Context: an optimization exercise on an open-source flow, tuned for small area and a short achievable clock period. The choices shown serve that exercise and are no tape-out recipe. No run shown here included a check of the RTL's function; only the layout flow was run. Power is estimated from default activity; no workload was simulated.

## flow/design.v (module list and top-level ports; edited modules follow where they fit)
// module speed_ramp: 2402 lines
// module fa_cell: 7 lines
// module ha_cell: 7 lines
// module slew_sel: 12 lines
// module multi_speed_ctrl: 128 lines
module multi_speed_ctrl
#(
    parameter int NUM_CH      = 6,
    parameter int GP_BITS     = 16,
    parameter int DEADBAND    = 4,
    parameter int RAMP_STEP   = 1000,
    parameter int WDOG_CYCLES = 3000
) (
    input  logic                        clk,
    input  logic                        rst_n,
    input  logic                        avail,
    input  logic [7:0]                  data,
    input  logic [32*NUM_CH-1:0]        max_spd,
    output logic [32*NUM_CH-1:0]        tgt_spd,
    output logic [GP_BITS-1:0]          gp_out,
    output logic [8*NUM_CH+GP_BITS-1:0] latched_data,
    output logic                        frame_ok,
    output logic                        frame_err,
    output logic                        timeout
);
  // ...
==> flow/run.sh <==
#!/bin/bash
# synth_recipe.tcl (not shown) runs the flow's synth.tcl, then flattens the netlist and writes it again
# the make line also repeats each setting of config.mk as NAME=value (left out here)
make -C /OpenROAD-flow-scripts/flow DESIGN_CONFIG=/design/flow/config.mk WORK_HOME=/design/flow/orfs CLKGATE_MAP_FILE= SYNTH_SCRIPT=/design/flow/synth_recipe.tcl finish
==> flow/config.mk <==
export PLATFORM = sky130hd
export DESIGN_NAME = multi_speed_ctrl
export DESIGN_NICKNAME = multi_speed_ctrl
export VERILOG_FILES = /design/flow/design.v
export SDC_FILE = /design/flow/constraint.sdc
export NUM_CORES = 4
export LEC_CHECK = 0
export ABC_AREA = 1
export CAP_MARGIN = 20
export CORE_MARGIN = 2
export CORE_UTILIZATION = 40
export CTS_BUF_LIST = sky130_fd_sc_hd__clkbuf_4 sky130_fd_sc_hd__clkbuf_8
export PLACE_DENSITY = 0.8
export SETUP_SLACK_MARGIN = 4.5
export SLEW_MARGIN = 20
export SYNTH_HIERARCHICAL = 1
export SYNTH_MINIMUM_KEEP_SIZE = 0
==> flow/constraint.sdc <==
create_clock -name core_clock -period 8.5 [get_ports {clk}]
set_input_delay 1.7000 -clock core_clock [delete_from_list [all_inputs] [get_ports {clk}]]
set_output_delay 1.7000 -clock core_clock [all_outputs]
set_load 0.01 [all_outputs]
==> out/qor.txt, run 1 <==
ROUTE
-------------------------------------------------------------------------
WL per Instance ............................................     18.59 µm
DRC viols ..................................................            0
Detailed Route WL ..........................................    249100 µm
Post-route antenna net violation count .....................            0
Met2 layer wire length in the routed design ................    112300 µm

SYNTHESIS
-------------------------------------------------------------------------
Share of Yosys cell area claimed by the top area cell type .       17.18%
Count of synthesis-stage warnings from yosys ...............            8
Synth area leaders ......................................... sky130_fd_sc_hd__dfxtp_1 (17%), sky130_fd_sc_hd__ha_1 (14%), sky130_fd_sc_hd__fa_1 (14%)
Share of synthesized area spent on multiplexers ............           0%

PLACE
-------------------------------------------------------------------------
Worst slack at placement ...................................      2732 ps
RD Place Congestion ........................................       0.9829

STATUS
-------------------------------------------------------------------------
Status .....................................................  timing/DRC/antenna clean

STA
-------------------------------------------------------------------------
Fmax .......................................................   0.2498 GHz
Final worst path period need ...............................      4003 ps

CRITICAL PATH
-------------------------------------------------------------------------
Buffers plus inverters on the worst setup path .............            6
Arrival time of the worst setup path .......................      2300 ps

CELLS AND AREA
-------------------------------------------------------------------------
Diodes inserted ............................................           27
Final core area utilization ................................       45.49%
Nonclk buf count ...........................................          634

CLOCK NETWORK
-------------------------------------------------------------------------
Buffer count from post-CTS setup fixing ....................           36
Number of hold buffers added after CTS .....................            0
CTS max path bufs ..........................................            3
Clock latency on the worst-skew pair .......................       950 ps

WORST HOLD PATH
-------------------------------------------------------------------------
Min-Delay Endpoint ......................................... shift_q[52]$_DFFE_PP_

FLOORPLAN
-------------------------------------------------------------------------
Well Taps ..................................................         2704

==> module multi_speed_ctrl, before the edit <==
module multi_speed_ctrl
#(
    parameter int NUM_CH      = 6,
    parameter int GP_BITS     = 16,
    parameter int DEADBAND    = 4,
    parameter int RAMP_STEP   = 1000,
    parameter int WDOG_CYCLES = 3000
) (
    input  logic                        clk,
    input  logic                        rst_n,
    input  logic                        avail,
    input  logic [7:0]                  data,
    input  logic [32*NUM_CH-1:0]        max_spd,
    output logic [32*NUM_CH-1:0]        tgt_spd,
    output logic [GP_BITS-1:0]          gp_out,
    output logic [8*NUM_CH+GP_BITS-1:0] latched_data,
    output logic                        frame_ok,
    output logic                        frame_err,
    output logic                        timeout
);
    localparam logic [1:0] IDLE    = 2'd0;
    localparam logic [1:0] PAYLOAD = 2'd1;
    localparam logic [1:0] CLOSE   = 2'd2;
    logic [1:0]  state_q, state_d;
    logic [3:0]  nibCnt_q, nibCnt_d;
    logic [63:0] shift_q;
    logic        shiftEn;
    logic [63:0] latched_q;      
    logic        frameOk_q, frameOk_d;
    logic        frameErr_q, frameErr_d;
    logic        rstd_q;         
    logic [4:0]  hex;
    logic        clearMult;
    always_comb begin
        state_d    = state_q;
        nibCnt_d   = nibCnt_q;
        shiftEn    = 1'b0;
        frameOk_d  = 1'b0;
        frameErr_d = 1'b0;
        hex        = multi_speed_ctrl_pkg::hexDecode(data);
        if (avail) begin
            if (data == multi_speed_ctrl_pkg::ASCII_LBRACK) begin
                state_d  = PAYLOAD;
                nibCnt_d = 4'd0;
            end else begin
                case (state_q)
                    PAYLOAD: begin
                        if (hex[4]) begin
                            shiftEn  = 1'b1;
                            nibCnt_d = nibCnt_q + 4'd1;
                            if (nibCnt_q == 4'd15) state_d = CLOSE;
                        end else begin
                            state_d    = IDLE;
                            frameErr_d = 1'b1;
                        end
                    end
                    CLOSE: begin
                        state_d = IDLE;
                        if (data == multi_speed_ctrl_pkg::ASCII_RBRACK) frameOk_d = 1'b1;
                        else                                            frameErr_d = 1'b1;
                    end
                    default: state_d = IDLE;
                endcase
            end
        end
    end
    always_ff @(posedge clk) begin
        nibCnt_q <= nibCnt_d;
        if (shiftEn) shift_q <= {shift_q[59:0], hex[3:0]};
    end
    always_ff @(posedge clk) begin
        if (!rst_n) begin
            state_q    <= IDLE;
            frameOk_q  <= 1'b0;
            frameErr_q <= 1'b0;
        end else begin
            state_q    <= state_d;
            frameOk_q  <= frameOk_d;
            frameErr_q <= frameErr_d;
        end
    end
    always_ff @(posedge clk) latched_q <= latched_data;
    assign latched_data = frameOk_q ? shift_q : (rstd_q ? 64'd0 : latched_q);
    always_ff @(posedge clk) rstd_q <= !rst_n;
    localparam logic [11:0] WD_SEED = 12'hFFF;
    localparam logic [11:0] WD_LAST = 12'h01B;
    localparam logic [11:0] WD_TAPS = 12'hE08;
    logic [11:0] wdog_q;
    logic        timeout_q;
    logic        expire;
    assign expire = !timeout_q && !frameOk_d && (wdog_q == WD_LAST);
    always_ff @(posedge clk) begin
        if (!rst_n) begin
            wdog_q    <= WD_SEED;
            timeout_q <= 1'b0;
        end else begin
            if (frameOk_d) begin
                wdog_q    <= WD_SEED;
                timeout_q <= 1'b0;
            end else if (expire) begin
                timeout_q <= 1'b1;
            end else if (!timeout_q) begin
                wdog_q <= {1'b0, wdog_q[11:1]} ^ (wdog_q[0] ? WD_TAPS : 12'd0);
            end
        end
    end
    assign clearMult = expire | timeout_q;
    logic tgtZero;
    assign tgtZero = !rst_n || rstd_q;
    for (genvar ch = 0; ch < NUM_CH; ch++) begin : g_ch
        logic [7:0] mult_q;
        always_ff @(posedge clk) begin
            if (!rst_n || clearMult) mult_q <= 8'd0;
            else                     mult_q <= multi_speed_ctrl_pkg::deadband(latched_data[63-8*ch -: 8]);
        end
        speed_ramp u_ramp (
            .clk       (clk),
            .zero_i    (tgtZero),
            .mult_i    (mult_q),
            .max_spd_i (max_spd[32*ch +: 32]),
            .tgt_spd_o (tgt_spd[32*ch +: 32])
        );
    end
    assign gp_out       = latched_data[GP_BITS-1:0];
    assign frame_ok     = frameOk_q;
    assign frame_err    = frameErr_q;
    assign timeout      = timeout_q;
endmodule
==> run 2: changes to the inputs <==
--- a/flow/design.v
+++ b/flow/design.v
@@ -19,21 +19,32 @@
             r = c - 8'd4;
         end else if (c[7] && c < 8'hFC) begin
             r = c + 8'd4;
         end else begin
             r = 8'd0;
         end
         deadband = r;
     endfunction
+    function automatic logic [11:0] boothEnc(input logic [7:0] m);
+        logic [3:0] one, two, neg;
+        logic [8:0] x;
+        x = {m, 1'b0};
+        for (integer i = 0; i < 4; i = i + 1) begin
+            one[i] = x[2*i+1] ^ x[2*i];
+            two[i] = (x[2*i+2] & ~x[2*i+1] & ~x[2*i]) | (~x[2*i+2] & x[2*i+1] & x[2*i]);
+            neg[i] = x[2*i+2];
+        end
+        boothEnc = {neg, two, one};
+    endfunction
 endpackage
 module speed_ramp (
     input  logic        clk,
     input  logic        zero_i,      
-    input  logic [7:0]  mult_i,
+    input  logic [11:0] booth_i,     
     input  logic [31:0] max_spd_i,
     output logic [31:0] tgt_spd_o
 );
     logic [3:0]  one, two, neg;
     logic [32:0] pp0, pp1, pp2, pp3;
     logic [32:0] s_d, c_d, s_q, c_q;
     logic        lc_d, lc_q;
     logic [31:0] tgt_q, tgt_nx, cmd, up, dn;
@@ -1239,19 +1250,17 @@
     logic d1198;
     logic d1199;
     logic d1200;
     logic d1201;
     logic d1202;
     logic d1203;
     logic d1204;
     logic d1205;
-    assign one[0] = mult_i[0] ^ 1'b0;
-    assign two[0] = (mult_i[1] & ~mult_i[0] & ~1'b0) | (~mult_i[1] & mult_i[0] & 1'b0);
-    assign neg[0] = mult_i[1];
+    assign {neg, two, one} = booth_i;
     assign pp0[0] = ((one[0] & max_spd_i[0])) ^ neg[0];
     assign pp0[1] = ((one[0] & max_spd_i[1]) | (two[0] & max_spd_i[0])) ^ neg[0];
     assign pp0[2] = ((one[0] & max_spd_i[2]) | (two[0] & max_spd_i[1])) ^ neg[0];
     assign pp0[3] = ((one[0] & max_spd_i[3]) | (two[0] & max_spd_i[2])) ^ neg[0];
     assign pp0[4] = ((one[0] & max_spd_i[4]) | (two[0] & max_spd_i[3])) ^ neg[0];
     assign pp0[5] = ((one[0] & max_spd_i[5]) | (two[0] & max_spd_i[4])) ^ neg[0];
     assign pp0[6] = ((one[0] & max_spd_i[6]) | (two[0] & max_spd_i[5])) ^ neg[0];
     assign pp0[7] = ((one[0] & max_spd_i[7]) | (two[0] & max_spd_i[6])) ^ neg[0];
@@ -1275,19 +1284,16 @@
     assign pp0[25] = ((one[0] & max_spd_i[25]) | (two[0] & max_spd_i[24])) ^ neg[0];
     assign pp0[26] = ((one[0] & max_spd_i[26]) | (two[0] & max_spd_i[25])) ^ neg[0];
     assign pp0[27] = ((one[0] & max_spd_i[27]) | (two[0] & max_spd_i[26])) ^ neg[0];
     assign pp0[28] = ((one[0] & max_spd_i[28]) | (two[0] & max_spd_i[27])) ^ neg[0];
     assign pp0[29] = ((one[0] & max_spd_i[29]) | (two[0] & max_spd_i[28])) ^ neg[0];
     assign pp0[30] = ((one[0] & max_spd_i[30]) | (two[0] & max_spd_i[29])) ^ neg[0];
     assign pp0[31] = ((one[0] & max_spd_i[31]) | (two[0] & max_spd_i[30])) ^ neg[0];
     assign pp0[32] = ((one[0] & max_spd_i[31]) | (two[0] & max_spd_i[31])) ^ neg[0];
-    assign one[1] = mult_i[2] ^ mult_i[1];
-    assign two[1] = (mult_i[3] & ~mult_i[2] & ~mult_i[1]) | (~mult_i[3] & mult_i[2] & mult_i[1]);
-    assign neg[1] = mult_i[3];
     assign pp1[0] = ((one[1] & max_spd_i[0])) ^ neg[1];
     assign pp1[1] = ((one[1] & max_spd_i[1]) | (two[1] & max_spd_i[0])) ^ neg[1];
     assign pp1[2] = ((one[1] & max_spd_i[2]) | (two[1] & max_spd_i[1])) ^ neg[1];
     assign pp1[3] = ((one[1] & max_spd_i[3]) | (two[1] & max_spd_i[2])) ^ neg[1];
     assign pp1[4] = ((one[1] & max_spd_i[4]) | (two[1] & max_spd_i[3])) ^ neg[1];
     assign pp1[5] = ((one[1] & max_spd_i[5]) | (two[1] & max_spd_i[4])) ^ neg[1];
     assign pp1[6] = ((one[1] & max_spd_i[6]) | (two[1] & max_spd_i[5])) ^ neg[1];
     assign pp1[7] = ((one[1] & max_spd_i[7]) | (two[1] & max_spd_i[6])) ^ neg[1];
@@ -1311,19 +1317,16 @@
     assign pp1[25] = ((one[1] & max_spd_i[25]) | (two[1] & max_spd_i[24])) ^ neg[1];
     assign pp1[26] = ((one[1] & max_spd_i[26]) | (two[1] & max_spd_i[25])) ^ neg[1];
     assign pp1[27] = ((one[1] & max_spd_i[27]) | (two[1] & max_spd_i[26])) ^ neg[1];
     assign pp1[28] = ((one[1] & max_spd_i[28]) | (two[1] & max_spd_i[27])) ^ neg[1];
     assign pp1[29] = ((one[1] & max_spd_i[29]) | (two[1] & max_spd_i[28])) ^ neg[1];
     assign pp1[30] = ((one[1] & max_spd_i[30]) | (two[1] & max_spd_i[29])) ^ neg[1];
     assign pp1[31] = ((one[1] & max_spd_i[31]) | (two[1] & max_spd_i[30])) ^ neg[1];
     assign pp1[32] = ((one[1] & max_spd_i[31]) | (two[1] & max_spd_i[31])) ^ neg[1];
-    assign one[2] = mult_i[4] ^ mult_i[3];
-    assign two[2] = (mult_i[5] & ~mult_i[4] & ~mult_i[3]) | (~mult_i[5] & mult_i[4] & mult_i[3]);
-    assign neg[2] = mult_i[5];
     assign pp2[0] = ((one[2] & max_spd_i[0])) ^ neg[2];
     assign pp2[1] = ((one[2] & max_spd_i[1]) | (two[2] & max_spd_i[0])) ^ neg[2];
     assign pp2[2] = ((one[2] & max_spd_i[2]) | (two[2] & max_spd_i[1])) ^ neg[2];
     assign pp2[3] = ((one[2] & max_spd_i[3]) | (two[2] & max_spd_i[2])) ^ neg[2];
     assign pp2[4] = ((one[2] & max_spd_i[4]) | (two[2] & max_spd_i[3])) ^ neg[2];
     assign pp2[5] = ((one[2] & max_spd_i[5]) | (two[2] & max_spd_i[4])) ^ neg[2];
     assign pp2[6] = ((one[2] & max_spd_i[6]) | (two[2] & max_spd_i[5])) ^ neg[2];
     assign pp2[7] = ((one[2] & max_spd_i[7]) | (two[2] & max_spd_i[6])) ^ neg[2];
@@ -1347,19 +1350,16 @@
     assign pp2[25] = ((one[2] & max_spd_i[25]) | (two[2] & max_spd_i[24])) ^ neg[2];
     assign pp2[26] = ((one[2] & max_spd_i[26]) | (two[2] & max_spd_i[25])) ^ neg[2];
     assign pp2[27] = ((one[2] & max_spd_i[27]) | (two[2] & max_spd_i[26])) ^ neg[2];
     assign pp2[28] = ((one[2] & max_spd_i[28]) | (two[2] & max_spd_i[27])) ^ neg[2];
     assign pp2[29] = ((one[2] & max_spd_i[29]) | (two[2] & max_spd_i[28])) ^ neg[2];
     assign pp2[30] = ((one[2] & max_spd_i[30]) | (two[2] & max_spd_i[29])) ^ neg[2];
     assign pp2[31] = ((one[2] & max_spd_i[31]) | (two[2] & max_spd_i[30])) ^ neg[2];
     assign pp2[32] = ((one[2] & max_spd_i[31]) | (two[2] & max_spd_i[31])) ^ neg[2];
-    assign one[3] = mult_i[6] ^ mult_i[5];
-    assign two[3] = (mult_i[7] & ~mult_i[6] & ~mult_i[5]) | (~mult_i[7] & mult_i[6] & mult_i[5]);
-    assign neg[3] = mult_i[7];
     assign pp3[0] = ((one[3] & max_spd_i[0])) ^ neg[3];
     assign pp3[1] = ((one[3] & max_spd_i[1]) | (two[3] & max_spd_i[0])) ^ neg[3];
     assign pp3[2] = ((one[3] & max_spd_i[2]) | (two[3] & max_spd_i[1])) ^ neg[3];
     assign pp3[3] = ((one[3] & max_spd_i[3]) | (two[3] & max_spd_i[2])) ^ neg[3];
     assign pp3[4] = ((one[3] & max_spd_i[4]) | (two[3] & max_spd_i[3])) ^ neg[3];
     assign pp3[5] = ((one[3] & max_spd_i[5]) | (two[3] & max_spd_i[4])) ^ neg[3];
     assign pp3[6] = ((one[3] & max_spd_i[6]) | (two[3] & max_spd_i[5])) ^ neg[3];
     assign pp3[7] = ((one[3] & max_spd_i[7]) | (two[3] & max_spd_i[6])) ^ neg[3];
@@ -2402,33 +2402,24 @@
     assign c_d = {1'b0, c192, c190, c188, c186, c184, c182, c180, c178, c176, c174, c172, c170, c168, c166, c164, c162, c160, c158, c156, c154, c152, c150, c148, c146, c144, c142, c140, c138, c136, c134, c132, c130};
     assign lc_d = g221;
     assign cmd = {y433, y432, y431, y430, y429, y428, y427, y426, y425, y424, y423, y422, y421, y420, y419, y418, y417, y416, y415, y414, y413, y412, y411, y410, y409, y408, y407, y406, y405, y404, y403, y402};
     assign e = {y759, y758, y757, y756, y755, y754, y753, y752, y751, y750, y749, y748, y747, y746, y745, y744, y743, y742, y741, y740, y739, y738, y737, y736, y735, y734, y733, y732, y731, y730, y729, y728, y727};
     assign eZ = z760 & z762 & z764 & z766 & z768 & z770 & z772 & z774 & z776 & z778 & z780 & z782 & z784 & z786 & z788 & z790 & z792 & z794 & z796 & z798 & z800 & z802 & z804;
     assign eO = o761 & o763 & o765 & o767 & o769 & o771 & o773 & o775 & o777 & o779 & o781 & o783 & o785 & o787 & o789 & o791 & o793 & o795 & o797 & o799 & o801 & o803 & o805;
     assign up = {u1184, u1183, u1182, u1181, u1180, u1179, u1178, u1177, u1176, u1175, u1174, u1173, u1172, u1171, u1170, u1169, u1168, u1167, u1166, u1165, u1164, y861, y860, y859, y858, y857, y856, y855, y854, y853, y852, tgt_q[0]};
     assign dn = {d1205, d1204, d1203, d1202, d1201, d1200, d1199, d1198, d1197, d1196, d1195, d1194, d1193, d1192, d1191, d1190, d1189, d1188, d1187, d1186, d1185, y911, y910, y909, y908, y907, y906, y905, y904, y903, y902, tgt_q[0]};
-    logic        eHi, eLo;
-    logic [31:0] tgt_d;
-    assign eHi = e[9:0] >= 10'd1000;
-    assign eLo = e[9:0] <= 10'd22;
-    slew_sel #(.W(8)) u_sel0 (.ez(eZ), .eo(eO), .es(e[32]), .hi(eHi), .lo(eLo), .zero(zero_i),
-        .up(up[7:0]), .dn(dn[7:0]), .cmd(cmd[7:0]), .d(tgt_d[7:0]));
-    slew_sel #(.W(8)) u_sel1 (.ez(eZ), .eo(eO), .es(e[32]), .hi(eHi), .lo(eLo), .zero(zero_i),
-        .up(up[15:8]), .dn(dn[15:8]), .cmd(cmd[15:8]), .d(tgt_d[15:8]));
-    slew_sel #(.W(8)) u_sel2 (.ez(eZ), .eo(eO), .es(e[32]), .hi(eHi), .lo(eLo), .zero(zero_i),
-        .up(up[23:16]), .dn(dn[23:16]), .cmd(cmd[23:16]), .d(tgt_d[23:16]));
-    slew_sel #(.W(8)) u_sel3 (.ez(eZ), .eo(eO), .es(e[32]), .hi(eHi), .lo(eLo), .zero(zero_i),
-        .up(up[31:24]), .dn(dn[31:24]), .cmd(cmd[31:24]), .d(tgt_d[31:24]));
+    assign over  = eZ ? (e[9:0] >= 10'd1000) : (~eO & ~e[32]);
+    assign under = eO ? (e[9:0] <= 10'd22)   : (~eZ &  e[32]);
+    assign tgt_nx = over ? up : under ? dn : cmd;
     always_ff @(posedge clk) begin
         s_q   <= s_d;
         c_q   <= c_d;
         lc_q  <= lc_d;
-        tgt_q <= tgt_d;
+        tgt_q <= zero_i ? 32'd0 : tgt_nx;
     end
     assign tgt_spd_o = tgt_q;
 endmodule
 module fa_cell (
     input  logic a, b, ci,
     output logic s, co
 );
     assign s  = a ^ b ^ ci;
@@ -2436,28 +2427,16 @@
 endmodule
 module ha_cell (
     input  logic a, b,
     output logic s, co
 );
     assign s  = a ^ b;
     assign co = a & b;
 endmodule
-module slew_sel #(
-    parameter int W = 8
-) (
-    input  logic         ez, eo, es, hi, lo, zero,
-    input  logic [W-1:0] up, dn, cmd,
-    output logic [W-1:0] d
-);
-    logic over, under;
-    assign over  = ez ? hi : (~eo & ~es);
-    assign under = eo ? lo : (~ez &  es);
-    assign d = zero ? '0 : over ? up : under ? dn : cmd;
-endmodule
 module multi_speed_ctrl
 #(
     parameter int NUM_CH      = 6,
     parameter int GP_BITS     = 16,
     parameter int DEADBAND    = 4,
     parameter int RAMP_STEP   = 1000,
     parameter int WDOG_CYCLES = 3000
 ) (
@@ -2558,25 +2537,26 @@
                 wdog_q <= {1'b0, wdog_q[11:1]} ^ (wdog_q[0] ? WD_TAPS : 12'd0);
             end
         end
     end
     assign clearMult = expire | timeout_q;
     logic tgtZero;
     assign tgtZero = !rst_n || rstd_q;
     for (genvar ch = 0; ch < NUM_CH; ch++) begin : g_ch
-        logic [7:0] mult_q;
+        logic [11:0] booth_q;
         always_ff @(posedge clk) begin
-            if (!rst_n || clearMult) mult_q <= 8'd0;
-            else                     mult_q <= multi_speed_ctrl_pkg::deadband(latched_data[63-8*ch -: 8]);
+            if (!rst_n || clearMult) booth_q <= 12'd0;
+            else booth_q <= multi_speed_ctrl_pkg::boothEnc(
+                                multi_speed_ctrl_pkg::deadband(latched_data[63-8*ch -: 8]));
         end
         speed_ramp u_ramp (
             .clk       (clk),
             .zero_i    (tgtZero),
-            .mult_i    (mult_q),
+            .booth_i   (booth_q),
             .max_spd_i (max_spd[32*ch +: 32]),
             .tgt_spd_o (tgt_spd[32*ch +: 32])
         );
     end
     assign gp_out       = latched_data[GP_BITS-1:0];
     assign frame_ok     = frameOk_q;
     assign frame_err    = frameErr_q;
     assign timeout      = timeout_q;
==> flow/flow/run.sh (new file) <==
#!/bin/bash
set -o pipefail
export BUFFER_PORTS_ARGS="-buffer_cell sky130_fd_sc_hd__buf_2"
bash standard.sh > standard.log 2>&1
==> flow/standard.sh (new file) <==
#!/bin/bash
# synth_recipe.tcl (not shown) runs the flow's synth.tcl, then flattens the netlist and writes it again
# the make line also repeats each setting of config.mk as NAME=value (left out here)
make -C /OpenROAD-flow-scripts/flow DESIGN_CONFIG=/design/flow/config.mk WORK_HOME=/design/flow/orfs CLKGATE_MAP_FILE= SYNTH_SCRIPT=/design/flow/synth_recipe.tcl "${@:-finish}"
==> flow/config.mk (replaced) <==
export PLATFORM = sky130hd
export DESIGN_NAME = multi_speed_ctrl
export DESIGN_NICKNAME = multi_speed_ctrl
export VERILOG_FILES = /design/flow/design.v
export SDC_FILE = /design/flow/constraint.sdc
export NUM_CORES = 4
export LEC_CHECK = 0
export ABC_AREA = 1
export CAP_MARGIN = 5
export CORE_MARGIN = 2
export CORE_UTILIZATION = 40
export CTS_BUF_LIST = sky130_fd_sc_hd__clkbuf_4 sky130_fd_sc_hd__clkbuf_8
export PLACE_DENSITY = 0.8
export SETUP_SLACK_MARGIN = 4.5
export SLEW_MARGIN = 5
export SYNTH_HIERARCHICAL = 1
export SYNTH_MINIMUM_KEEP_SIZE = 0
removed: flow/run.sh
==> run 2 against run 1 <==
Against the previous run:
- final cell count down 1.4%
- synthesized cell count down 1.4%
- sequential share of layout area up 1.3 points
- setup slack better by 22 ps
- core utilization down 0.80 points
- largest power group unchanged
==> out/qor.txt, run 2 <==
STATUS
-------------------------------------------------------------------------------------------
Status .......................................................................  timing/DRC/antenna clean

SYNTHESIS
-------------------------------------------------------------------------------------------
EDFF count, synth ............................................................           68
Count of different cell masters after synthesis ..............................           53
Synth area leaders ........................................................... sky130_fd_sc_hd__dfxtp_1 (18%), sky130_fd_sc_hd__ha_1 (14%), sky130_fd_sc_hd__fa_1 (14%)
Synth Register Bits ..........................................................          804
Cell type contributing the most total cell area after synthesis .............. sky130_fd_sc_hd__dfxtp_1
Ys flop type ................................................................. sky130_fd_sc_hd__dfxtp_1
Share of Yosys cell area claimed by the top area cell type ...................       18.18%   +1.0 points
Sequential area share after synthesis ........................................       20.70%
Dominant cell by count in the synthesized netlist ............................ sky130_fd_sc_hd__nand2_1
Average size of a mapped cell ................................................    8.004 µm²
Count of synthesis-stage warnings from yosys .................................            8   unchanged
Synthesized area .............................................................  0.08103 mm²
Gate Count Post-Synth ........................................................        10120
Top post-synthesis cells by count ............................................ sky130_fd_sc_hd__nand2_1 (1861), sky130_fd_sc_hd__xor2_1 (1041), sky130_fd_sc_hd__inv_1 (927)
Mapped Nets ..................................................................        11810
FFs w/ async S/R, synth ......................................................           0%

STA
-------------------------------------------------------------------------------------------
Setup repair after global routing missed its margin ..........................          yes
Normalized max-slew margin ...................................................       19.94%
Aggregate negative setup slack ...............................................         0 ps
Final count of negative-setup-slack endpoints ................................            0
Number of max-slew violations in the final report ............................            0
Worst setup skew after layout ................................................     68.79 ps
Period utilization ...........................................................       46.84%
Worst-Margin Slew ............................................................      1200 ps
Number of hold violations in the final report ................................            0
Final worst path period need .................................................      3981 ps   -22.35 ps
Fmax .........................................................................   0.2512 GHz   +0.56%

CRITICAL PATH
-------------------------------------------------------------------------------------------
Arrival time of the worst setup path .........................................      2280 ps   -20 ps
Class of the most critical setup path ........................................ flop to primary output
Critical path launch point ................................................... frameOk_q$_SDFF_PN0_
Worst reg-to-reg path cell count .............................................           24
Reg-to-reg critical path startpoint .......................................... g_ch[5].u_ramp.tgt_q[1]$_SDFFE_PP0P_
Flop-to-flop setup slack .....................................................      4660 ps
Maximum fanout encountered on the critical timing path .......................            7
Data required, critical path .................................................      6800 ps
CP endpoint .................................................................. latched_data[5]
Worst Setup End Kind ......................................................... primary output
Setup crit start kind ........................................................         flop
Capture instance of the worst register-to-register path ...................... g_ch[5].u_ramp.tgt_q[11]$_SDFFE_PP0P_

CELLS AND AREA
-------------------------------------------------------------------------------------------
Combined flip-flop and latch cell area .......................................  0.01682 mm²
Commonest non-fill, non-tap cells in the layout .............................. sky130_fd_sc_hd__nand2_1 (1812), sky130_fd_sc_hd__xor2_1 (1039), sky130_fd_sc_hd__inv_1 (922)
Share of layout cells above drive strength 1 .................................       13.04%
Multi-input combinational cell area ..........................................  0.05828 mm²
Registers with the most flip-flops ........................................... g_ch.u_ramp.c_q: 192 flops, g_ch.u_ramp.s_q: 192 flops, g_ch.u_ramp.tgt_q: 192 flops
Area growth from synthesis to final layout ...................................       11.25%
Final cell area excluding filler cells .......................................  0.09014 mm²
Number of nets in the layout .................................................        12070
# fillers ....................................................................        19210
Leading cell type in the layout, fill and taps excluded ...................... sky130_fd_sc_hd__nand2_1

FLOORPLAN
-------------------------------------------------------------------------------------------
Floorplan die width ..........................................................     454.1 µm
Die height ...................................................................     454.1 µm
Core Box Area ................................................................   0.2017 mm²
IO Count .....................................................................          478
Number of rows created at floorplan ..........................................          165
Die Footprint ................................................................   0.2062 mm²
Initial core utilization .....................................................       40.17%

PLACE
-------------------------------------------------------------------------------------------
Area after DPL ...............................................................  0.08388 mm²
I/O Buffers ..................................................................          477
Placed wire-length estimate after detailed placement .........................    186600 µm
RD Place Congestion ..........................................................        1.006   +2.3%

CLOCK NETWORK
-------------------------------------------------------------------------------------------
CTS max path bufs ............................................................            3   unchanged
Number of hold buffers added after CTS .......................................            0   unchanged
TritonCTS Buffers ............................................................          153
Clock edge transition at the registers on the reported setup and hold paths ..        60 ps
Clock latency on the worst-skew pair .........................................       920 ps   -30 ps
CTS tree .....................................................................         done
Total number of H-tree levels ................................................            4
Clock Root Buffer ............................................................ sky130_fd_sc_hd__clkbuf_8
Number of sinks on the clock net .............................................          804

GLOBAL ROUTING
-------------------------------------------------------------------------------------------
Total grt overflow ...........................................................            0
First-pass GRT wire length ...................................................    379000 µm
Pin count of the biggest net entering global routing .........................           61
Overall global routing resource usage ........................................       23.16%
Number of global-route vias before repair ....................................        67690
Number of antenna violations at the first check in global routing ............           44

WORST HOLD PATH
-------------------------------------------------------------------------------------------
Number of cells traversed by the worst hold path .............................            0
Type of the worst min-delay path ............................................. flop to flop

ROUTE
-------------------------------------------------------------------------------------------
WL per Instance ..............................................................     19.05 µm   +2.5%
Initial DRT Pass Iterations ..................................................            7
Routed via count divided by cell count .......................................        5.419
Total number of vias .........................................................        71620
Post-route antenna net violation count .......................................            0   unchanged
Detailed Route WL ............................................................    251800 µm   +1.1%
Number of design-rule violations left by the first detailed-router iteration .         6516
DRC viols ....................................................................            0   unchanged

PWR
-------------------------------------------------------------------------------------------
Maximum VDD drop .............................................................  0.0003222 V
LEAKAGE ......................................................................     49.71 nW
Power density over the cells ................................................. 275.4 mW/mm²

FLOW RUN
-------------------------------------------------------------------------------------------
Maximum capacitance violations ...............................................            0

## run 2: cell count changes after synthesis, sizes merged, moves of 86 or more
cell | before | now
a21oi | 408 | 309
inv | 1356 | 978
buf | 415 | 302
xnor2 | 142 | 56
nor2 | 599 | 977
nand2 | 1689 | 1940
nand3 | 850 | 557
clkbuf | 75 | 249
## run 2: worst min-delay path by stage
| stage | startpoint | end | slack, ps |
|---|---|---|---|
| after floorplan | shift_q[29]$_DFFE_PP_ | shift_q[33]$_DFFE_PP_ | 430 |
| after CTS | shift_q[21]$_DFFE_PP_ | shift_q[25]$_DFFE_PP_ | 440 |
| final | shift_q[21]$_DFFE_PP_ | shift_q[25]$_DFFE_PP_ | 430 |
| after global placement | shift_q[18]$_DFFE_PP_ | shift_q[22]$_DFFE_PP_ | 430 |
| after detailed placement | shift_q[48]$_DFFE_PP_ | shift_q[52]$_DFFE_PP_ | 430 |
| after global routing | shift_q[48]$_DFFE_PP_ | shift_q[52]$_DFFE_PP_ | 450 |
## run 2: kinds of logic after synthesis
| kind of cell | synth area share, % |
|---|---|
| buffers and inverters | 8.586 |
| other | 0.02779 |
| flip-flops | 20.70 |
| adder cells (fa/ha/maj) | 28.11 |
| XOR/XNOR | 11.86 |
| AND/OR/NAND/NOR | 20.28 |
| AO/OA/AOI/OAI | 10.44 |
## run 2: cell type report
class / instances / area share (%)
well taps: 2672 / 3.709
clock buffers: 228 / 3.211
diodes: 36 / 0.09994
inverters: 997 / 4.206
multi-input cells: 7790 / 64.65
repair buffers: 636 / 4.706
clock inverters: 53 / 0.7537
flip-flops and latches: 804 / 18.67
## run 2: per-stage QoR
step	setup slack, ps	cells	hold slack, ps	power, mW	utilization (%)
after floorplan	4668	10120	426.2	15.95	-
after global placement	3961	12760	429.8	18.20	41.59
after detailed placement	3907	12760	434.1	18.37	41.59
after CTS	4366	13070	439.1	23.14	43.78
after global routing	4374	13210	450.4	26.70	44.68
final	4519	13220	428.9	24.82	44.69
## run 2: worst max-delay path, stage by stage, from the launching register on
cell and delay, ps:
sky130_fd_sc_hd__dfxtp_4 380, sky130_fd_sc_hd__nor2_4 190, sky130_fd_sc_hd__buf_12 170, sky130_fd_sc_hd__buf_6 120, sky130_fd_sc_hd__buf_16 140, sky130_fd_sc_hd__a22o_1 200
sky130_fd_sc_hd__buf_2 160
## run 2: report_power, final
| part | switching (mW) | internal [mW] |
|---|---|---|
| clock | 1.93 | 2.57 |
| combinational | 10.4 | 5.27 |
| sequential | 0.460 | 4.17 |
| total | 12.8 | 12.0 |
## run 2: layer usage
layer | vias to the layer above | global-route usage, % | wire, µm
met5 | - | 0 | 51
met4 | 8 | 14.97 | 18140
met3 | 715 | 3.657 | 17800
met2 | 3226 | 37.98 | 116500
met1 | 33770 | 28.23 | 99310
li1 | 33890 | - | -
## run 2: timing repair
item / CTS / global route
setup endpoints to repair: 197 / 211
resized for setup: 107 / 189
pin swaps: 16 / 75
buffers inserted: 27 / 86
cloned: 7 / 21
## run 2: per-module statistics from Yosys (local to each module, per instance)
module	flops+latches	cell area (µm²)
fa_cell	0	20.02
ha_cell	0	12.51
multi_speed_ctrl	222	9567
speed_ramp	97	8765

[afterwards: timing with drivers on the ports]
The results above use ideal ports. As a check the final layouts listed here were re-extracted and re-timed, cells and wires unchanged. Step 1 (the two cells are an assumption about what drives the block):
set clk [get_ports {clk}]
set_driving_cell -lib_cell sky130_fd_sc_hd__clkbuf_16 $clk
set_driving_cell -lib_cell sky130_fd_sc_hd__buf_2 [delete_from_list [all_inputs] $clk]
Step 2 adds t to the input delays and takes it off the output delays; t is the mean of the earliest and latest rising clock arrival at the registers after step 1. Input paths then give back, and output paths get back, about the clock's delay inside the block. a / b / c = ideal ports / drivers / drivers and shift; a / b = the first two.
run | t, ns | setup slack, ns | hold slack, ns | worst setup path at the end | pins driven straight from the clock port
run 1 | 1.000 | 4.497 / 4.410 / 3.648 | 0.449 / 0.449 / 0.449 | input to register | 1
run 2 | 0.988 | 4.519 / 4.435 / 4.128 | 0.429 / 0.429 / 0.429 | input to register | 1
After both steps setup and hold are still met in every run listed. The setup slack of run 1, which loses most, moves by -0.087 ns with the drivers and by -0.849 ns with both steps.
